From an optimization exercise on the open Yosys and OpenROAD flow, aimed at small area; shortcuts taken in it are not production practice. In this exercise RTL edits were held to simulation tests only and were not proved equivalent to the original. No activity file was given, so power comes from the tool's default toggle rates. The flow treats the clock pin as an ideal source, which a real chip does not have.

==> design/flow/design.v <==
package riscvPkg;
    localparam logic [3:0] stClear = 4'd0;
    localparam logic [3:0] stFetch = 4'd1;
    localparam logic [3:0] stWait1 = 4'd2;
    localparam logic [3:0] stRound0 = 4'd3;
    localparam logic [3:0] stRound1 = 4'd4;
    localparam logic [3:0] stRound1b = 4'd5;
    localparam logic [3:0] stRotate = 4'd6;
    localparam logic [3:0] stRound2 = 4'd7;
    localparam logic [3:0] stMemory = 4'd8;
    localparam logic [3:0] stWait2 = 4'd9;
    localparam logic [3:0] stTrapped = 4'd10;
endpackage
module registerFile
(
    input  logic clk,
    input  logic clear,
    input  logic writeEnable,
    input  logic [4:0] writeIndex,
    input  logic [1:0] writeBits,
    input  logic [4:0] readIndex,
    output logic [1:0] readBits
);
    logic [31:0] headEven;
    logic [31:0] headOdd;
    logic [3:0] selHigh;
    logic [7:0] selLow;
    logic [1:0] writeData;
    assign headEven[0] = 1'b0;
    assign headOdd[0] = 1'b0;
    assign writeData = writeBits & {2{~clear}};
    always_comb
    begin
        for (int h = 0; h < 4; h++)
            selHigh[h] = clear | (writeEnable & (writeIndex[4:3] == h));
        for (int l = 0; l < 8; l++)
            selLow[l] = clear | (writeIndex[2:0] == l);
    end
    genvar r;
    generate
        for (r = 1; r < 32; r++)
        begin : gen_reg
            logic [15:0] even;
            logic [15:0] odd;
            logic sel;
            assign sel = selHigh[r / 8] & selLow[r % 8];
            always_ff @(posedge clk)
            begin
                even <= {sel ? writeData[0] : even[0], even[15:1]};
                odd <= {sel ? writeData[1] : odd[0], odd[15:1]};
            end
            assign headEven[r] = even[0];
            assign headOdd[r] = odd[0];
        end
    endgenerate
    assign readBits = {headOdd[readIndex], headEven[readIndex]};
endmodule
module riscvCore
#(
    parameter logic [31:0] resetAddress = '0
)
(
    input  logic clk,
    input  logic reset,
    output logic trap,
    output logic memEnable,
    output logic memWrite,
    output logic [31:0] memAddress,
    output logic [31:0] memWriteData,
    input  logic [31:0] memReadData,
    input  logic memReady
);
    logic [3:0] state;
    logic [3:0] nextState;
    logic [3:0] cnt;
    logic first;
    logic last;
    logic [31:2] ir;
    logic [31:0] mar;
    logic [31:0] mdr;
    logic carryMain;
    logic carryInc;
    logic pairAcc;
    logic flag;
    assign first = (cnt == 4'd0);
    assign last = (cnt == 4'd15);
    logic [4:0] op;
    logic [2:0] f3;
    logic isBranch, isJal, isJalr, isLoad, isStore, isLui, isAuipc;
    logic isAluOp, isOp, isShift, isSlt, isRight;
    logic rdZero, rs2Zero, tempInMdr;
    logic [3:0] shiftPairs;
    logic shiftOdd;
    logic legal;
    assign op = ir[6:2];
    assign f3 = ir[14:12];
    assign isBranch = op[4] & ~op[0];
    assign isJal = op[4] & op[1];
    assign isJalr = op[4] & op[0] & ~op[1];
    assign isLoad = ~op[4] & ~op[3] & ~op[2];
    assign isStore = ~op[4] & op[3] & ~op[2];
    assign isLui = ~op[4] & op[2] & op[0] & op[3];
    assign isAuipc = ~op[4] & op[2] & op[0] & ~op[3];
    assign isAluOp = ~op[4] & op[2] & ~op[0];
    assign isOp = isAluOp & op[3];
    assign isShift = isAluOp & (f3[1:0] == 2'b01);
    assign isSlt = isAluOp & (f3[2:1] == 2'b01);
    assign isRight = f3[2];
    assign rdZero = (ir[11:7] == 5'd0);
    assign rs2Zero = (ir[24:20] == 5'd0);
    assign tempInMdr = (isLoad & rdZero) | ((isStore | isBranch) & rs2Zero);
    assign shiftPairs = ir[24:21];
    assign shiftOdd = ir[20];
    always_comb
    begin
        case (memReadData[6:0])
            7'b0000011, 7'b0010011, 7'b0010111, 7'b0100011, 7'b0110011,
            7'b0110111, 7'b1100011, 7'b1100111, 7'b1101111:
                legal = 1'b1;
            default:
                legal = 1'b0;
        endcase
    end
    logic inClear, inFetch, inRound0, inRound1, inRound1b, inRotate, inRound2, inMemory;
    assign inClear = (state == riscvPkg::stClear);
    assign inFetch = (state == riscvPkg::stFetch);
    assign inRound0 = (state == riscvPkg::stRound0);
    assign inRound1 = (state == riscvPkg::stRound1);
    assign inRound1b = (state == riscvPkg::stRound1b);
    assign inRotate = (state == riscvPkg::stRotate);
    assign inRound2 = (state == riscvPkg::stRound2);
    assign inMemory = (state == riscvPkg::stMemory);
    logic [1:0] immBits;
    logic [1:0] signBits;
    assign signBits = {2{ir[31]}};
    always_comb
    begin
        if (isLui | isAuipc)
            immBits = (cnt < 4'd6) ? 2'b00 : mdr[1:0];
        else if (isJal)
            immBits = first ? {mdr[21], 1'b0} : (cnt <= 4'd4) ? mdr[21:20] :
                      (cnt == 4'd5) ? {ir[20], mdr[20]} : (cnt <= 4'd9) ? mdr[1:0] : signBits;
        else if (isBranch)
            immBits = first ? {mdr[8], 1'b0} : (cnt == 4'd1) ? mdr[8:7] :
                      (cnt == 4'd2) ? {mdr[21], mdr[7]} : (cnt <= 4'd4) ? mdr[21:20] :
                      (cnt == 4'd5) ? {ir[7], mdr[20]} : signBits;
        else if (isStore)
            immBits = (cnt <= 4'd1) ? mdr[8:7] : (cnt == 4'd2) ? {mdr[21], mdr[7]} :
                      (cnt <= 4'd5) ? mdr[21:20] : signBits;
        else
            immBits = (cnt <= 4'd5) ? mdr[21:20] : signBits;
    end
    logic [1:0] portBits;
    logic regWrite;
    logic [1:0] regBits;
    registerFile regs
    (
        .clk(clk),
        .clear(inClear),
        .writeEnable(regWrite),
        .writeIndex((isStore | isBranch) ? ir[24:20] : ir[11:7]),
        .writeBits(regBits),
        .readIndex(inRound1 ? ir[19:15] : isLoad ? ir[11:7] : ir[24:20]),
        .readBits(portBits)
    );
    logic [1:0] pcBits;
    logic [1:0] aBits;
    logic [1:0] bBits;
    logic subMode;
    logic [1:0] bEff;
    logic carry0;
    logic carry1;
    logic carry2;
    logic [1:0] sumBits;
    logic [1:0] aluBits;
    logic equalNow;
    logic lessU;
    logic lessS;
    logic taken;
    assign pcBits = mar[1:0];
    assign aBits = isLui ? 2'b00 : (isAuipc | isJal | (isBranch & inRound0)) ? pcBits :
                   (isBranch & (ir[19:15] == ir[24:20])) ? mdr[1:0] & {2{~rs2Zero}} : portBits;
    assign bBits = isOp ? mdr[1:0] : (isBranch & inRound1) ? (mdr[1:0] & {2{~rs2Zero}}) : immBits;
    assign subMode = isSlt | (isOp & (f3 == 3'b000) & ir[30]) | (isBranch & inRound1);
    assign bEff = bBits ^ {2{subMode}};
    assign carry0 = first ? subMode : carryMain;
    assign sumBits[0] = aBits[0] ^ bEff[0] ^ carry0;
    assign carry1 = (aBits[0] & bEff[0]) | (aBits[0] & carry0) | (bEff[0] & carry0);
    assign sumBits[1] = aBits[1] ^ bEff[1] ^ carry1;
    assign carry2 = (aBits[1] & bEff[1]) | (aBits[1] & carry1) | (bEff[1] & carry1);
    always_comb
    begin
        case (f3)
            3'b100: aluBits = aBits ^ bBits;
            3'b110: aluBits = aBits | bBits;
            3'b111: aluBits = aBits & bBits;
            default: aluBits = sumBits;
        endcase
    end
    assign equalNow = (first | pairAcc) & (aBits == bBits);
    assign lessU = ~carry2;
    assign lessS = lessU ^ aBits[1] ^ bBits[1];
    always_comb
    begin
        case (f3)
            3'b000: taken = equalNow;
            3'b001: taken = ~equalNow;
            3'b100: taken = lessS;
            3'b101: taken = ~lessS;
            3'b110: taken = lessU;
            3'b111: taken = ~lessU;
            default: taken = 1'b0;
        endcase
    end
    logic incCarry0;
    logic incCarry1;
    logic [1:0] incBits;
    assign incCarry0 = (cnt == 4'd1) | carryInc;
    assign incBits[0] = pcBits[0] ^ incCarry0;
    assign incCarry1 = pcBits[0] & incCarry0;
    assign incBits[1] = pcBits[1] ^ incCarry1;
    logic [3:0] shiftCount;
    logic shiftLess;
    logic shiftEqual;
    logic [1:0] shiftBits;
    logic lowValid;
    logic highValid;
    assign shiftCount = (isRight & inRound2) ? ~cnt : cnt;
    assign shiftLess = shiftCount < shiftPairs;
    assign shiftEqual = shiftCount == shiftPairs;
    assign lowValid = ~shiftLess;
    assign highValid = ~shiftLess & ~(shiftOdd & shiftEqual);
    always_comb
    begin
        if (isRight)
        begin
            shiftBits[0] = lowValid ? (shiftOdd ? mdr[1] : mdr[0]) : flag;
            shiftBits[1] = highValid ? (shiftOdd ? mdr[2] : mdr[1]) : flag;
        end
        else if (shiftLess)
            shiftBits = 2'b00;
        else if (shiftOdd)
            shiftBits = {mdr[0], ~first & pairAcc};
        else
            shiftBits = mdr[1:0];
    end
    logic marShift;
    logic [1:0] marIn;
    logic [1:0] parkedBits;
    logic mdrShift;
    logic [1:0] mdrIn;
    assign parkedBits = tempInMdr ? mdr[1:0] : portBits;
    assign regWrite = (inRound0 & isBranch) |
                      (inRound1 & ((isAluOp & ~isShift & ~isSlt) | isLui | isAuipc | isJal | isJalr | isLoad)) |
                      (inRound1b & isStore) |
                      (inRound2 & (isLoad | isStore | isBranch | isSlt | isShift));
    always_comb
    begin
        if (inRound2)
        begin
            if (isLoad | isStore | isBranch)
                regBits = mdr[1:0];
            else if (isSlt)
                regBits = {1'b0, first & flag};
            else
                regBits = shiftBits;
        end
        else if (inRound1b)
            regBits = mdr[1:0];
        else if (inRound1 & isAluOp)
            regBits = aluBits;
        else if (inRound1 & (isLui | isAuipc))
            regBits = sumBits;
        else
            regBits = incBits;
    end
    assign marShift = inClear | (inRound0 & isBranch) | (inRound1 & ~isBranch) |
                      (inRound2 & ((isBranch & ~flag) | isLoad | isStore));
    always_comb
    begin
        if (inClear)
            marIn = {resetAddress[{cnt, 1'b1}], resetAddress[{cnt, 1'b0}]};
        else if (inRound2)
            marIn = parkedBits;
        else if (isLoad | isStore)
            marIn = sumBits;
        else if (isJal | isJalr | isBranch)
            marIn = {sumBits[1], sumBits[0] & ~first};
        else
            marIn = incBits;
    end
    assign mdrShift = inRound0 | inRound1 | inRound1b | (inRotate & shiftLess) |
                      (inRound2 & ((isShift & (isRight | ~shiftLess)) | isLoad | isStore | isBranch));
    always_comb
    begin
        if (inRound0)
            mdrIn = tempInMdr ? incBits : portBits;
        else if (inRound1 & isShift)
            mdrIn = portBits;
        else if (inRound1 & (isLoad | isStore))
            mdrIn = incBits;
        else if (inRound1b & ~rs2Zero)
            mdrIn = portBits;
        else
            mdrIn = mdr[1:0];
    end
    always_comb
    begin
        nextState = state;
        case (state)
            riscvPkg::stClear:
                if (last)
                    nextState = riscvPkg::stFetch;
            riscvPkg::stFetch:
                if (memReady)
                    nextState = legal ? riscvPkg::stWait1 : riscvPkg::stTrapped;
            riscvPkg::stWait1:
                if (last)
                    nextState = (isOp | isBranch) ? riscvPkg::stRound0 : riscvPkg::stRound1;
            riscvPkg::stRound0:
                if (last)
                    nextState = riscvPkg::stRound1;
            riscvPkg::stRound1:
                if (last)
                begin
                    if (isStore)
                        nextState = riscvPkg::stRound1b;
                    else if (isLoad)
                        nextState = riscvPkg::stMemory;
                    else if (isShift & isRight)
                        nextState = riscvPkg::stRotate;
                    else if (isShift | isSlt | (isBranch & ~(taken & rs2Zero)))
                        nextState = riscvPkg::stRound2;
                    else
                        nextState = riscvPkg::stFetch;
                end
            riscvPkg::stRound1b:
                if (last)
                    nextState = riscvPkg::stMemory;
            riscvPkg::stRotate:
                if (last)
                    nextState = riscvPkg::stRound2;
            riscvPkg::stRound2:
                if (last)
                    nextState = riscvPkg::stFetch;
            riscvPkg::stMemory:
                if (memReady)
                    nextState = riscvPkg::stWait2;
            riscvPkg::stWait2:
                if (last)
                    nextState = riscvPkg::stRound2;
            default:
                nextState = riscvPkg::stTrapped;
        endcase
    end
    always_ff @(posedge clk)
    begin
        if (reset)
        begin
            state <= riscvPkg::stClear;
            cnt <= 4'd0;
        end
        else
        begin
            state <= nextState;
            cnt <= cnt + 4'd1;
        end
    end
    always_ff @(posedge clk)
    begin
        carryMain <= carry2;
        carryInc <= pcBits[1] & incCarry1 & ~last;
        if (inRound2)
            pairAcc <= ~shiftLess & mdr[1];
        else
            pairAcc <= equalNow;
        if (inRound1 & last)
            flag <= isShift ? (portBits[1] & ir[30]) : isBranch ? taken : (f3[0] ? lessU : lessS);
        if (inFetch & memReady)
        begin
            ir[31:30] <= memReadData[31:30];
            ir[24:2] <= memReadData[24:2];
        end
        else if (inRound1 & first & isOp & isShift)
            ir[24:20] <= mdr[4:0];
        if (marShift)
            mar <= {marIn, mar[31:2]};
        if ((inFetch | (inMemory & isLoad & ~rdZero)) & memReady)
            mdr <= memReadData;
        else if (mdrShift)
            mdr <= {mdrIn, mdr[31:2]};
    end
    assign trap = (state == riscvPkg::stTrapped);
    assign memEnable = inFetch | inMemory;
    assign memWrite = inMemory & isStore;
    assign memAddress = mar;
    assign memWriteData = mdr & {32{~rs2Zero}};
endmodule
==> design/flow/flow/run.sh <==
#!/bin/bash
# Own layout flow: the standard flow (standard.sh, unchanged synthesis,
# floorplan, power grid and tap cells) with two changes to how the layout is
# made: the port buffers are the smallest buffer, and the clock tree uses
# small clock buffers with larger sink clusters and no dummy loads.
set -uo pipefail
export BUFFER_PORTS_ARGS="-buffer_cell sky130_fd_sc_hd__buf_1"
export CTS_ARGS="-sink_clustering_enable -repair_clock_nets -dont_use_dummy_load -buf_list sky130_fd_sc_hd__clkbuf_16 -sink_clustering_size 36 -sink_clustering_max_diameter 40"
bash standard.sh > standard.log 2>&1
==> design/flow/standard.sh <==
#!/bin/bash
# synth_recipe.tcl (not shown) runs the flow's synth.tcl, then flattens the netlist and writes it again
# the make line also repeats each setting of config.mk as NAME=value (left out here)
make -C /OpenROAD-flow-scripts/flow DESIGN_CONFIG=/design/flow/config.mk WORK_HOME=/design/flow/orfs CLKGATE_MAP_FILE= SYNTH_SCRIPT=/design/flow/synth_recipe.tcl "${@:-finish}"
==> design/flow/config.mk <==
export PLATFORM = sky130hd
export DESIGN_NAME = riscvCore
export DESIGN_NICKNAME = riscvCore
export VERILOG_FILES = /design/flow/design.v
export SDC_FILE = /design/flow/constraint.sdc
export NUM_CORES = 4
export LEC_CHECK = 0
export ABC_AREA = 1
export CAP_MARGIN = 20
export CORE_MARGIN = 2
export CORE_UTILIZATION = 60
export SLEW_MARGIN = 20
==> design/flow/constraint.sdc <==
create_clock -name core_clock -period 10.0 [get_ports {clk}]
set_input_delay 2.0000 -clock core_clock [delete_from_list [all_inputs] [get_ports {clk}]]
set_output_delay 2.0000 -clock core_clock [all_outputs]
set_load 0.01 [all_outputs]
==> results of run 1 <==
## final cells by class
cell class                 instances  area, um2
tap                              600      750.7
multi-input combinational        775       3825
antenna                            1      2.502
inverter                         170      640.6
sequential                      1093      22780
timing repair buffer             110      444.2
fill                            2978      14490
clock buffer                      90       2252
## per-layer routing
layer  up-vias  wire (um)  track usage, %
met1      6950      25080           32.64
met3       107       2766           4.365
met5         -         34               0
met4         4       1486           8.790
met2       346      27590           40.99
li1       6887          -               -
## flip-flops by register name, summed over array words and instances, names as in the netlist, 4 cells and up
| signal | count |
|---|---|
| regs.gen.even | 496 |
| ir | 25 |
| mdr | 32 |
| state | 4 |
| mar | 32 |
| regs.gen.odd | 496 |
| cnt | 4 |
## critical path, delay by kind of cell (launching register included)
kind / cells / cell delay (ps)
compound gates: 6 / 1000
fa+ha+maj: 2 / 880
simple gates: 17 / 2360
buf+inv: 3 / 270
flops: 1 / 470
## kinds of logic (layout without fill, tap and decap cells)
logic type                 count (synthesis)  in the layout  synth area share (%)
AOI/OAI and AO/OA                        215            215                 4.551
xor gates and xnor gates                  10             10                0.3198
adders and majority gates                 16             16                0.7859
buffers and inverters                    200            370                 2.933
DFF                                     1093           1093                 83.19
other                                      0              1                     0
and+or+nand+nor                          534            534                 8.215
## report_power, final
part           leakage [uW]  switching (uW)  internal (uW)
sequential          0.00909             441           5550
combinational       0.00255             954            347
clock               0.00111            1380           1580
total                0.0127            2780           7480
## final timing paths
path,from,end,slack (ps),cells past startpoint
max reg2reg,ir[6],state[2],4950,28
min,regs.gen_reg[24].odd[7],regs.gen_reg[24].odd[6],270,0
max,ir[6],state[2],4950,28
min reg2reg,regs.gen_reg[24].odd[7],regs.gen_reg[24].odd[6],270,0
## stage by stage
stage	setup slack [ps]	instance area (um2)
2_1_floorplan	4916	27380
3_3_place_gp	5220	28440
3_5_place_dp	5046	28440
4_1_cts	5027	30690
5_1_grt	4480	30690
6_report	4947	30700
## cell usage in the layout (no fill, tap or decap), drive strengths merged, types with 2 or more instances in the layout
| master | synthesis | layout |
|---|---|---|
| a21oi | 31 | 31 |
| inv | 170 | 170 |
| nand4 | 4 | 4 |
| nor3 | 8 | 8 |
| nand2 | 360 | 360 |
| o2111ai | 5 | 5 |
| xnor2 | 4 | 4 |
| dfxtp | 1003 | 1003 |
| a2111oi | 2 | 2 |
| clkbuf | 20 | 90 |
| fa | 2 | 2 |
| o311ai | 2 | 2 |
| o21ai | 129 | 129 |
| a31oi | 7 | 7 |
| edfxtp | 90 | 90 |
| nand3 | 83 | 83 |
| xor2 | 6 | 6 |
| a211oi | 3 | 3 |
| o22ai | 5 | 5 |
| ha | 14 | 14 |
| o31ai | 6 | 6 |
| buf | 10 | 110 |
| nor4 | 2 | 2 |
| o211ai | 15 | 15 |
| nor2 | 71 | 71 |
| o221ai | 6 | 6 |
| or2 | 2 | 2 |
==> qor.txt, run 1 <==
CTS tree: built
Syn Nets: 2119
Overflow after GRT: 0
Final Hold Fails: 0
Setup Buffers After CTS: 0
Critical Path Most Common Cell: nand2_1
Worst Setup Path Type: register to register
post-CTS sizing: 0
synthesized instance count: 2068
vias in the first global route: 14650
Final min period: 5053 ps
Worst EP required: 10490 ps
Final setup viols: 0
Power Dens Cells: 334.1 mW/mm2
normalized max-slew margin: 28.62%
floorplan row count: 78
Final Hold Slack: 271.0 ps
port bufs: 101
fmax: 197.9 MHz
Clock Latency Late Sink: 650 ps
EDFF count, synth: 90
area delta synth->final: 12.10%
main area contributors after synthesis: dfxtp_1, edfxtp_1, nand2_1
Yosys cell types: 52
post-route insts no fill: 2839
I/O pin cnt: 102
largest net degree at the start of global routing: 35
FFs w/ async S/R, synth: 0%
Synthesis Warnings: 2
Final Cycle Share: 50.53%
initial antenna violation count: 5
width of the die: 217.6 um
Post-Syn Area: 0.02738 mm2
layout cells sized above 1: 5.809%
post-layout util: 67.93%
register area share after synthesis: 83.19%
# DRC: 0
placer congestion estimate: 0.9098
Die Y: 217.6 um
Top FF cell, synth: dfxtp_1
# H-tree levels: 3
drt first pass iters: 5
DR vias: 14290
CP max FO: 21
HP Class: register to register
global-route wire length before repair: 86610 um
clk slew on worst S/H paths: 50 ps
CTS Buffer Depth: 3
Final nets: 2291
DP Wirelength: 35790 um
initial core utilization: 60.60%
Peak VDD IR: 0.0002390 V
post-synthesis average cell area: 13.24 um2
Final Max Tran Viols: 0
critical path's slowest cell: edfxtp_1
Worst setup SP type: register
share of the synthesized area in the top cell type: 73.33%
Starting DRT DRC Count: 1057
total power: 10260 uW
Routed Antenna Nets: 0
max-cap violation count: 0
CP arrival: 5540 ps
CTS root buffer: clkbuf_16
DIE AREA: 0.04737 mm2
Crit. End Element: register
Placed Instances: 2748
Commonest cells post-synth: dfxtp_1, nand2_1, inv_1
WL/cell: 20.06 um
outcome: no timing/DRC/antenna violations
skew final: 97.08 ps
CTS Hold Bufs: 0
Num CTS Buffers: 90
top-count cell post-synth: dfxtp_1
core area: 0.04519 mm2
worst slew pin tran: 1044 ps
CP max stage delay: 470 ps
total track usage: 24.64%
final wirelength: 56950 um
Setup TNS: 0 ps
CTS sink cnt: 1093
RSZ-0062 raised after global routing: no
Yosys top cell by area: dfxtp_1
Seq cells post-synth: 1093
drt via density: 5.035
Pleak: 0.01275 uW
==> run 2: changes to the inputs <==
--- a/design/flow/flow/run.sh
+++ b/design/flow/flow/run.sh
@@ -6,4 +6,4 @@
 set -uo pipefail
 export BUFFER_PORTS_ARGS="-buffer_cell sky130_fd_sc_hd__buf_1"
-export CTS_ARGS="-sink_clustering_enable -repair_clock_nets -dont_use_dummy_load -buf_list sky130_fd_sc_hd__clkbuf_16 -sink_clustering_size 36 -sink_clustering_max_diameter 40"
+export CTS_ARGS="-sink_clustering_enable -repair_clock_nets -dont_use_dummy_load -buf_list sky130_fd_sc_hd__clkbuf_8 -sink_clustering_size 20 -sink_clustering_max_diameter 60"
 bash standard.sh > standard.log 2>&1
--- a/design/flow/config.mk
+++ b/design/flow/config.mk
@@ -10,3 +10,5 @@
 export CORE_MARGIN = 2
 export CORE_UTILIZATION = 60
+export GPL_ROUTABILITY_DRIVEN = 0
+export GPL_TIMING_DRIVEN = 0
 export SLEW_MARGIN = 20
==> qor.txt, run 2 <==
Peak VDD IR: 0.0001852 V
clock network power share: 19.6%
fmax: 173.4 MHz
Final Hold Fails: 0
critical path's slowest cell: o21ai_0
combinational power share: 15.8%
Synthesis Warnings: 2
outcome: no timing/DRC/antenna violations
Yosys top cell by area: dfxtp_1
main area contributors after synthesis: dfxtp_1, edfxtp_1, nand2_1
Reg power frac: 64.6%
reg-to-reg endpoint: regs.gen_reg[3].odd[15]
Final Cycle Share: 57.66%
normalized max-slew margin: 31.53%
Power Dens Cells: 306.4 mW/mm2
Setup Buffers After CTS: 0
drt first pass iters: 5
# H-tree levels: 3
area delta synth->final: 7.941%
Power Internal: 6538 uW
Commonest cells post-synth: dfxtp_1, nand2_1, inv_1
most frequent cells in the layout: dfxtp_1, nand2_1, inv_1
CP max FO: 10
CTS root buffer: clkbuf_8
Starting DRT DRC Count: 1216
Sw Ratio: 27.81%
DP Wirelength: 32220 um
CTS Hold Bufs: 0
layout cells sized above 1: 5.002%
post-route insts no fill: 2841
crit path launch: ir[5]
Final Max Tran Viols: 0
I/O pin cnt: 102
vias in the first global route: 12950
initial core utilization: 60.60%
Die Y: 217.6 um
share of the synthesized area in the top cell type: 73.33%
Placed Instances: 2771
Regs by FF count: regs.gen.even x496, regs.gen.odd x496
Yosys cell types: 52
register area share after synthesis: 83.19%
Routed Antenna Nets: 0
synthesized instance count: 2068
FFs w/ async S/R, synth: 0%
Top FF cell, synth: dfxtp_1
Overflow after GRT: 0
HP Class: register to register
most common cell after layout, fill and taps aside: dfxtp_1
total track usage: 19.60%
CTS Buffer Depth: 3
CTS sink cnt: 1093
DR vias: 13950
post-synthesis average cell area: 13.24 um2
Critical Path Most Common Cell: nand3_1
post-CTS sizing: 0
worst slew pin tran: 1001 ps
CP max stage delay: 630 ps
DIE AREA: 0.04737 mm2
largest net degree at the start of global routing: 28
WL/cell: 16.10 um
top-count cell post-synth: dfxtp_1
pre-CTS setup slack: 4395 ps
Pleak: 0.01218 uW
# DRC: 0
final wirelength: 45730 um
Final nets: 2292
Final setup viols: 0
drt via density: 4.911
CTS tree: built
NetSw: 2519 uW
Reg2Reg Depth: 24
initial antenna violation count: 1
post-layout util: 65.42%
fin worst setup slack: 4234 ps
CP arrival: 6280 ps
Worst Setup Path Type: register to register
reg-to-reg slack, setup: 4230 ps
RSZ-0062 raised after global routing: no
Syn Nets: 2119
Worst EP required: 10510 ps
skew final: 82.20 ps
Worst setup SP type: register
global-route wire length before repair: 69800 um
width of the die: 217.6 um
floorplan row count: 78
reg2reg start: ir[5]
Setup TNS: 0 ps
core area: 0.04519 mm2
port bufs: 101
Post-Syn Area: 0.02738 mm2
Crit. End Element: register
Seq cells post-synth: 1093
Clock Latency Late Sink: 680 ps
CP Cell Sequence: inv_1 > nand3_1 > nand2_1 > nand2_1 > nand2_1 > buf_4 > buf_2 > nand3_1 > a21oi_1 > o211ai_1 > and2_1 > inv_1 > o21ai_0 > nand3_1 > inv_1 > fa_1 > fa_1 > nor2_1 > a31oi_1 > a21oi_1 > o211ai_1 > nand3_1 > clkbuf_1 > o21ai_0
max-cap violation count: 0
Final Hold Slack: 270.0 ps
EDFF count, synth: 90
clk slew on worst S/H paths: 110 ps
CP endpoint: regs.gen_reg[3].odd[15]
Final min period: 5766 ps
Num CTS Buffers: 68
==> run 2: power groups by stage <==
stage | Combinational (uW) | Clock (uW) | Sequential, uW
6_report | 1430 | 1770 | 5850
5_1_grt | 1570 | 2000 | 5950
4_1_cts | 1420 | 1850 | 5870
3_5_place_dp | 1410 | 0 | 5970
3_3_place_gp | 1350 | 0 | 5930
2_1_floorplan | 810 | 0 | 5860
==> run 2: worst max-delay path, delay by kind of cell, from the launching register on <==
kind | cells | cell delay (ps)
AND/OR/NAND/NOR | 9 | 1180
AO/OA/AOI/OAI | 7 | 1600
adder cells (fa/ha/maj) | 2 | 1060
flip-flops | 1 | 480
buffers and inverters | 6 | 1300
==> run 2: worst min path at each step <==
stage	startpoint	endpoint	slack (ps)	cells past startpoint
3_3_place_gp	regs.gen_reg[30].odd[7]	regs.gen_reg[30].odd[6]	310	0
2_1_floorplan	regs.gen_reg[10].even[1]	regs.gen_reg[10].even[0]	310	0
3_5_place_dp	regs.gen_reg[7].even[15]	regs.gen_reg[7].even[14]	310	0
5_1_grt	regs.gen_reg[14].even[1]	regs.gen_reg[14].even[0]	270	0
4_1_cts	regs.gen_reg[14].even[1]	regs.gen_reg[14].even[0]	270	0
6_report	regs.gen_reg[14].even[1]	regs.gen_reg[14].even[0]	270	0
==> run 2: routing by layer <==
| metal | global-route usage [%] | wire length [um] | vias up | part of all wire [%] |
|---|---|---|---|---|
| met3 | 4.616 | 2946 | 134 | 6.4 |
| met5 | 0 | 0 | - | 0 |
| met1 | 27.55 | 21390 | 6494 | 47 |
| met4 | 8.516 | 1648 | 0 | 3.6 |
| met2 | 29.23 | 19740 | 443 | 43 |
| li1 | - | - | 6880 | - |
==> run 2: metrics by stage <==
stage / instance area [um2] / total power (uW)
after CTS: 29550 / 9143
after global placement: 28510 / 7279
final: 29560 / 9057
after floorplan: 27380 / 6674
after global routing: 29550 / 9525
after detailed placement: 28610 / 7374
==> run 2: cells by family after synthesis <==
| logic type | synth area share [%] |
|---|---|
| adders and majority gates | 0.7859 |
| DFF | 83.19 |
| xor gates and xnor gates | 0.3198 |
| buffers and inverters | 2.933 |
| and+or+nand+nor | 8.215 |
| AOI/OAI and AO/OA | 4.551 |
==> run 2: area by class of cell <==
cell class              count  area [um2]
well taps                 600       750.7
fillers                  3427       15630
inverters                 170       640.6
flip-flops and latches   1093       22780
repair buffers            103       434.2
clock buffers              68       935.9
multi-input cells         775        3847
diodes                      2       5.005
plain buffers              30       162.7
==> run 3: changes to the inputs <==
--- a/design/flow/config.mk
+++ b/design/flow/config.mk
@@ -10,5 +10,3 @@
 export CORE_MARGIN = 2
 export CORE_UTILIZATION = 60
-export GPL_ROUTABILITY_DRIVEN = 0
-export GPL_TIMING_DRIVEN = 0
 export SLEW_MARGIN = 20
==> qor.txt, run 3 <==
outcome: no timing/DRC/antenna violations
# H-tree levels: 3
Final nets: 2269
Worst EP required: 10550 ps
WL/cell: 18.37 um
Num CTS Buffers: 68
Final Hold Fails: 0
vias in the first global route: 13640
normalized max-slew margin: 32.31%
Yosys top cell by area: dfxtp_1
width of the die: 217.6 um
skew final: 88.04 ps
CTS Buffer Depth: 3
CP arrival: 5590 ps
placer congestion estimate: 0.9098
Starting DRT DRC Count: 894
EDFF count, synth: 90
share of the synthesized area in the top cell type: 73.33%
HP Class: register to register
Placed Instances: 2748
layout cells sized above 1: 4.874%
pre-CTS setup slack: 5046 ps
synthesized instance count: 2068
DP Wirelength: 35790 um
Power Dens Cells: 306.8 mW/mm2
most frequent cells in the layout: dfxtp_1, nand2_1, inv_1
Setup Buffers After CTS: 0
Hold Path End: regs.gen_reg[4].even[8]
Commonest cells post-synth: dfxtp_1, nand2_1, inv_1
Final Cycle Share: 50.42%
CP max stage delay: 450 ps
RSZ-0062 raised after global routing: no
Top FF cell, synth: dfxtp_1
post-synthesis average cell area: 13.24 um2
Filler Cells Inserted: 3234
I/O pin cnt: 102
CP max FO: 21
CTS tree: built
Regs by FF count: regs.gen.even x496, regs.gen.odd x496
post-layout util: 65.02%
Peak VDD IR: 0.0002202 V
most common cell after layout, fill and taps aside: dfxtp_1
# DRC: 0
Worst Setup Path Type: register to register
core area: 0.04519 mm2
final wirelength: 51720 um
reg-to-reg endpoint: state[2]
Reg area: 0.02278 mm2
Routed Antenna Nets: 0
Crit. End Element: register
drt first pass iters: 5
top-count cell post-synth: dfxtp_1
clk slew on worst S/H paths: 100 ps
Synthesis Warnings: 2
initial antenna violation count: 2
reg-to-reg slack, setup: 4960 ps
critical path's slowest cell: fa_1
Pleak: 0.01213 uW
CTS root buffer: clkbuf_8
worst slew pin tran: 989.8 ps
area delta synth->final: 7.283%
Min-Delay Startpoint: regs.gen_reg[4].even[9]
largest net degree at the start of global routing: 35
reg2reg start: ir[5]
Critical Path Most Common Cell: nand2_1
DR vias: 13880
Post-Syn Area: 0.02738 mm2
Worst setup SP type: register
hold depth: 0
Die Y: 217.6 um
antenna diode count: 0
main area contributors after synthesis: dfxtp_1, edfxtp_1, nand2_1
Final Max Tran Viols: 0
floorplan row count: 78
Reg2Reg Depth: 28
drt via density: 4.927
Final setup viols: 0
FFs w/ async S/R, synth: 0%
Yosys cell types: 52
combined area of the multi-input logic cells: 0.003825 mm2
post-CTS sizing: 0
Clock Latency Late Sink: 660 ps
Final min period: 5042 ps
port bufs: 101
total track usage: 22.33%
initial core utilization: 60.60%
fmax: 198.3 MHz
Overflow after GRT: 0
Seq cells post-synth: 1093
fin worst setup slack: 4958 ps
Syn Nets: 2119
CTS sink cnt: 1093
Setup TNS: 0 ps
max-cap violation count: 0
register area share after synthesis: 83.19%
post-route insts no fill: 2816
global-route wire length before repair: 78430 um
CTS Hold Bufs: 0
DIE AREA: 0.04737 mm2
-- run 3: cell counts after synthesis --
No cell type changed its count.
-- run 3: worst max-delay path by stage --
| stage | to | start | cells after the start |
|---|---|---|---|
| 2_1_floorplan | mdr[0] | memReady | 7 |
| 3_3_place_gp | state[2] | ir[6] | 28 |
| 3_5_place_dp | regs.gen_reg[16].odd[15] | ir[6] | 24 |
| 4_1_cts | state[2] | ir[6] | 28 |
| 5_1_grt | regs.gen_reg[26].odd[15] | ir[6] | 24 |
| 6_report | state[2] | ir[5] | 28 |
-- run 3: per-layer routing --
layer,vias up,global-route usage (%),routed length (um)
met5,-,0,0
met4,0,7.785,1524
met3,96,3.961,2068
met2,300,36.36,24230
met1,6650,30.35,23900
li1,6829,-,-
-- run 3: cells by family (layout without fill, tap and decap cells) --
kind of cell	count (synthesis)	count (layout)	synth area share, %
DFF	1093	1093	83.19
and+or+nand+nor	534	534	8.215
AOI/OAI and AO/OA	215	215	4.551
buffers and inverters	200	348	2.933
adders and majority gates	16	16	0.7859
xor gates and xnor gates	10	10	0.3198
-- run 3: stage by stage --
stage               total power (uW)  hold WS, ps  instance area (um2)
floorplan                       6674        309.6                27380
global placement                7252        309.5                28440
detailed placement              7314        312.1                28440
CTS                             9093        260.3                29380
global route                    9462        255.2                29380
finish                          9013        258.4                29380
-- run 3: final cells by class --
type	count	area share, %
sequential	1093	77.55
multi-input combinational	775	13.02
timing repair buffer	110	1.512
inverter	170	2.181
tap	600	2.555
clock buffer	68	3.186
-- run 3: worst max-delay path: cells and delay by family, from the launching register on --
| kind | cells | cell delay [ps] |
|---|---|---|
| simple gates | 16 | 2130 |
| fa+ha+maj | 2 | 890 |
| buf+inv | 4 | 570 |
| flops | 1 | 420 |
| compound gates | 6 | 990 |
-- run 3: report_power, final --
part	leakage (uW)	internal (uW)	switching (uW)
logic	0.00255	347	933
clock network	0.000489	616	1170
registers	0.00909	5540	402
total	0.0121	6500	2510
==> run 4: changes to the inputs <==
--- a/design/flow/flow/run.sh
+++ b/design/flow/flow/run.sh
@@ -6,4 +6,4 @@
 set -uo pipefail
 export BUFFER_PORTS_ARGS="-buffer_cell sky130_fd_sc_hd__buf_1"
-export CTS_ARGS="-sink_clustering_enable -repair_clock_nets -dont_use_dummy_load -buf_list sky130_fd_sc_hd__clkbuf_8 -sink_clustering_size 20 -sink_clustering_max_diameter 60"
+export CTS_ARGS="-sink_clustering_enable -repair_clock_nets -dont_use_dummy_load -buf_list sky130_fd_sc_hd__clkbuf_16 -sink_clustering_size 36 -sink_clustering_max_diameter 60"
 bash standard.sh > standard.log 2>&1
==> qor.txt, run 4 <==
CTS sink cnt: 1093
drt via density: 4.925
Post-Syn Area: 0.02738 mm2
final wirelength: 52630 um
Starting DRT DRC Count: 1072
Commonest cells post-synth: dfxtp_1, nand2_1, inv_1
I/O pin cnt: 102
Final Hold Fails: 0
most frequent cells in the layout: dfxtp_1, nand2_1, inv_1
Worst EP required: 10450 ps
post-CTS sizing: 0
normalized max-slew margin: 26.75%
Seq cells post-synth: 1093
layout cells sized above 1: 3.788%
Pleak: 0.01217 uW
Final nets: 2244
Routed Antenna Nets: 0
vias in the first global route: 13640
post-layout util: 65.33%
DP Wirelength: 35790 um
CP max stage delay: 470 ps
Die Y: 217.6 um
Crit. End Element: register
critical path's slowest cell: edfxtp_1
Final min period: 5030 ps
floorplan row count: 78
initial antenna violation count: 2
Clock Latency Late Sink: 620 ps
CTS root buffer: clkbuf_16
Setup Buffers After CTS: 0
CTS Hold Bufs: 0
fmax: 198.8 MHz
CP arrival: 5480 ps
skew final: 100.8 ps
Syn Nets: 2119
outcome: no timing/DRC/antenna violations
Overflow after GRT: 0
Final Max Tran Viols: 0
core area: 0.04519 mm2
Num CTS Buffers: 43
Synthesis Warnings: 2
Top FF cell, synth: dfxtp_1
Regs by FF count: regs.gen.even x496, regs.gen.odd x496
Yosys cell types: 52
reg-to-reg slack, setup: 4970 ps
register area share after synthesis: 83.19%
clk slew on worst S/H paths: 110 ps
top-count cell post-synth: dfxtp_1
Final Cycle Share: 50.30%
CP max FO: 21
antenna diode count: 0
fin worst setup slack: 4970 ps
Worst setup SP type: register
placer congestion estimate: 0.9098
Yosys top cell by area: dfxtp_1
HP Class: register to register
drt first pass iters: 6
# H-tree levels: 2
CTS tree: built
post-synthesis average cell area: 13.24 um2
worst slew pin tran: 1071 ps
# DRC: 0
DR vias: 13750
DIE AREA: 0.04737 mm2
initial core utilization: 60.60%
total track usage: 22.42%
CTS Buffer Depth: 3
area delta synth->final: 7.795%
share of the synthesized area in the top cell type: 73.33%
main area contributors after synthesis: dfxtp_1, edfxtp_1, nand2_1
global-route wire length before repair: 79430 um
Final setup viols: 0
Worst Setup Path Type: register to register
Critical Path Most Common Cell: nand2_1
synthesized instance count: 2068
RSZ-0062 raised after global routing: no
max-cap violation count: 0
FFs w/ async S/R, synth: 0%
width of the die: 217.6 um
Setup TNS: 0 ps
EDFF count, synth: 90
Power Dens Cells: 311.5 mW/mm2
most common cell after layout, fill and taps aside: dfxtp_1
largest net degree at the start of global routing: 37
pre-CTS setup slack: 5046 ps
port bufs: 101
WL/cell: 18.86 um
Peak VDD IR: 0.0002313 V
## run 4: cell counts after synthesis
No cell type changed its count.
## run 4: cells by family after synthesis
kind of cell               Yosys count  share of synthesized area [%]
DFF                               1093                          83.19
and+or+nand+nor                    534                          8.215
AOI/OAI and AO/OA                  215                          4.551
buffers and inverters              200                          2.933
adders and majority gates           16                         0.7859
xor gates and xnor gates            10                         0.3198
## run 4: path summary, 6_finish.rpt
path | start | to | cells after the start
worst max-delay path | ir[6] | state[2] | 28
worst min-delay path | regs.gen_reg[16].odd[5] | regs.gen_reg[16].odd[4] | 0
worst max register to register | ir[6] | state[2] | 28
worst min register to register | regs.gen_reg[16].odd[5] | regs.gen_reg[16].odd[4] | 0
## run 4: area by class of cell
type,instances,area [um2]
Clock buffer,43,1076
Inverter,170,640.6
Multi-Input combinational cell,775,3825
Fill cell,3204,15670
Timing Repair Buffer,110,444.2
Sequential cell,1093,22780
Tap cell,600,750.7
## run 4: where the power goes
group	leakage (uW)	total (uW)	switching, uW	internal (uW)
combinational	0.00255	1290	939	347
sequential	0.00909	5960	414	5540
clock	0.000530	1950	1180	777
total	0.0122	9200	2530	6670
## run 4: worst max-delay path: cells and delay by family (launching register included)
kind | cells | cell delay, ps
DFF | 1 | 470
AOI/OAI and AO/OA | 6 | 980
buffers and inverters | 3 | 270
adders and majority gates | 2 | 880
and+or+nand+nor | 17 | 2360
## run 4: routing by layer
metal / vias to the layer above / track usage, % / wire length [um]
li1: 6789 / - / -
met1: 6563 / 31.13 / 24460
met2: 303 / 36.95 / 24740
met3: 91 / 2.873 / 1949
met4: 0 / 7.078 / 1477
met5: - / 0 / 0
## run 4: stage by stage
stage          hold WS [ps]  cell area, um2  instances  power (uW)
4_1_cts               289.7           29520       2791        9258
6_report              288.5           29520       2791        9196
5_1_grt               292.8           29520       2791        9617
3_5_place_dp          312.1           28440       2748        7314
2_1_floorplan         309.6           27380       2068        6674
3_3_place_gp          309.5           28440       2747        7252
==> run 5: changes to the inputs <==
--- a/design/flow/flow/run.sh
+++ b/design/flow/flow/run.sh
@@ -6,4 +6,4 @@
 set -uo pipefail
 export BUFFER_PORTS_ARGS="-buffer_cell sky130_fd_sc_hd__buf_1"
-export CTS_ARGS="-sink_clustering_enable -repair_clock_nets -dont_use_dummy_load -buf_list sky130_fd_sc_hd__clkbuf_16 -sink_clustering_size 36 -sink_clustering_max_diameter 60"
+export CTS_ARGS="-sink_clustering_enable -repair_clock_nets -dont_use_dummy_load -buf_list sky130_fd_sc_hd__clkbuf_8 -sink_clustering_size 20 -sink_clustering_max_diameter 80"
 bash standard.sh > standard.log 2>&1
==> qor.txt, run 5 <==
outcome: no timing/DRC/antenna violations
Seq cells post-synth: 1093
area delta synth->final: 7.182%
register area share after synthesis: 83.19%
Starting DRT DRC Count: 918
Setup TNS: 0 ps
post-synthesis average cell area: 13.24 um2
Final Hold Fails: 0
drt first pass iters: 5
Peak VDD IR: 0.0002172 V
Worst EP required: 10570 ps
Syn Nets: 2119
most frequent cells in the layout: dfxtp_1, nand2_1, inv_1
Commonest cells post-synth: dfxtp_1, nand2_1, inv_1
WL/cell: 17.80 um
synthesized instance count: 2068
Post-Syn Area: 0.02738 mm2
HP Class: register to register
share of the synthesized area in the top cell type: 73.33%
Sw Ratio: 27.61%
Worst Setup Path Type: register to register
Filler Cells Inserted: 3266
Synth Area in Compound Gates: 4.551%
fin worst setup slack: 4964 ps
Final min period: 5036 ps
Final Max Tran Viols: 0
clk slew on worst S/H paths: 110 ps
I/O pin cnt: 102
port bufs: 101
CP arrival: 5610 ps
final wirelength: 50100 um
placer congestion estimate: 0.9098
normalized max-slew margin: 29.94%
Setup Buffers After CTS: 0
critical path's slowest cell: fa_1
pre-CTS setup slack: 5046 ps
skew final: 78.92 ps
Power Dens Cells: 305.2 mW/mm2
worst slew pin tran: 1024 ps
Crit. End Element: register
Power Internal: 6486 uW
main combinational cell family by area after synthesis: simple AND/OR/NAND/NOR gates
Reg area: 0.02278 mm2
reg-to-reg slack, setup: 4960 ps
FFs w/ async S/R, synth: 0%
largest net degree at the start of global routing: 35
DR vias: 13720
max-cap violation count: 0
clock network power share: 19.6%
post-synthesis simple-gate area fraction: 8.215%
core area: 0.04519 mm2
Pleak: 0.01211 uW
Placed Instances: 2748
Synth Area in XOR/XNOR: 0.3198%
combined area of the multi-input logic cells: 0.003825 mm2
DIE AREA: 0.04737 mm2
Yosys top cell by area: dfxtp_1
Top FF cell, synth: dfxtp_1
combinational power share: 14.3%
floorplan row count: 78
EDFF count, synth: 90
Regs by FF count: regs.gen.even x496, regs.gen.odd x496
NetSw: 2473 uW
fmax: 198.6 MHz
Yosys cell types: 52
layout cells sized above 1: 4.788%
Critical Path Most Common Cell: nand2_1
main area contributors after synthesis: dfxtp_1, edfxtp_1, nand2_1
post-CTS sizing: 0
Routed Antenna Nets: 0
most common cell after layout, fill and taps aside: dfxtp_1
width of the die: 217.6 um
Synthesis Warnings: 2
CP max FO: 21
CTS Hold Bufs: 0
Num CTS Buffers: 66
RSZ-0062 raised after global routing: no
initial antenna violation count: 2
Overflow after GRT: 0
Clock Latency Late Sink: 660 ps
Reg power frac: 66.2%
Final nets: 2267
# DRC: 0
Synth Area in Adders: 0.7859%
post-route insts no fill: 2814
CP max stage delay: 450 ps
top-count cell post-synth: dfxtp_1
CTS Buffer Depth: 3
DP Wirelength: 35790 um
Final Cycle Share: 50.36%
antenna diode count: 0
CTS sink cnt: 1093
vias in the first global route: 13430
Worst setup SP type: register
# H-tree levels: 3
initial core utilization: 60.60%
CTS root buffer: clkbuf_8
Die Y: 217.6 um
CTS tree: built
total track usage: 21.63%
drt via density: 4.876
global-route wire length before repair: 76380 um
multiplexer share of the synthesized area: 0%
Final setup viols: 0
-- run 5: cell counts after synthesis --
No cell type changed its count.
-- run 5: through the flow --
stage	cell area, um2	utilization, %	hold slack (ps)	power, uW
after floorplan	27380	-	309.6	6674
after global placement	28440	62.93	309.5	7252
after detailed placement	28440	62.95	312.1	7314
after CTS	29350	64.96	260.3	9042
after global routing	29350	64.96	255.2	9418
final	29350	64.96	257.6	8959
-- run 5: worst paths after layout --
path                            depth (start not counted)                     from                      end
worst min register to register                          0  regs.gen_reg[4].even[9]  regs.gen_reg[4].even[8]
worst max register to register                         28                    ir[5]                 state[2]
worst max-delay path                                   28                    ir[5]                 state[2]
worst min-delay path                                    0  regs.gen_reg[4].even[9]  regs.gen_reg[4].even[8]
-- run 5: area by class of cell --
class                   instances  share of cell area (%)
repair buffers                110                   1.513
flip-flops and latches       1093                   77.62
well taps                     600                   2.558
inverters                     170                   2.183
clock buffers                  66                   3.095
multi-input cells             775                   13.03
-- run 5: kinds of logic (layout without fill, tap and decap cells) --
family	count (synthesis)	after routing
buffers and inverters	200	346
DFF	1093	1093
xor gates and xnor gates	10	10
AOI/OAI and AO/OA	215	215
and+or+nand+nor	534	534
adders and majority gates	16	16
-- run 5: critical path: cells and delay by family, from the launching register on --
kind            cells  cell delay (ps)
buf+inv             4              550
simple gates       16             2110
fa+ha+maj           2              890
compound gates      6             1010
flops               1              430
-- run 5: routing by layer --
layer	vias up	GRT usage [%]	part of all wire [%]
met5	-	0	0
met4	0	7.237	3.0
met3	94	3.808	4.1
met2	263	34.71	46
met1	6541	30.01	47
li1	6824	-	-
-- run 5: power by group through the flow --
stage / Combinational [uW] / Sequential (uW) / Clock (uW)
after global routing: 1430 / 6030 / 1960
final: 1280 / 5930 / 1750
after floorplan: 810 / 5860 / 0
after global placement: 1270 / 5980 / 0
after CTS: 1280 / 5950 / 1810
after detailed placement: 1280 / 6040 / 0

static timing again, ports no longer ideal:
The results above use ideal ports. As a check the final layouts listed here were re-extracted and re-timed, cells and wires unchanged.
Step 1: set_driving_cell puts a clkbuf_16 on clk and a buf_2 on each other input, an assumption about the parent block.
Step 2, shift: input delay + t, output delay - t, t = (earliest + latest rising clock arrival at the registers) / 2. This alone moves slack from input paths to output paths.
Slacks: ideal ports / drivers / drivers and shift; pairs: ideal ports / drivers.
run | t, ns | setup WS [ns] | clock arrival spread, ns
run 1 | 0.659 | 4.947 / 4.947 / 4.947 | 0.107 / 0.106
run 2 | 0.700 | 4.234 / 4.234 / 4.234 | 0.082 / 0.082
run 3 | 0.684 | 4.958 / 4.958 / 4.958 | 0.111 / 0.111
run 4 | 0.623 | 4.970 / 4.970 / 4.970 | 0.104 / 0.104
run 5 | 0.677 | 4.964 / 4.964 / 4.964 | 0.084 / 0.084
After both steps setup and hold are still met in every run listed.
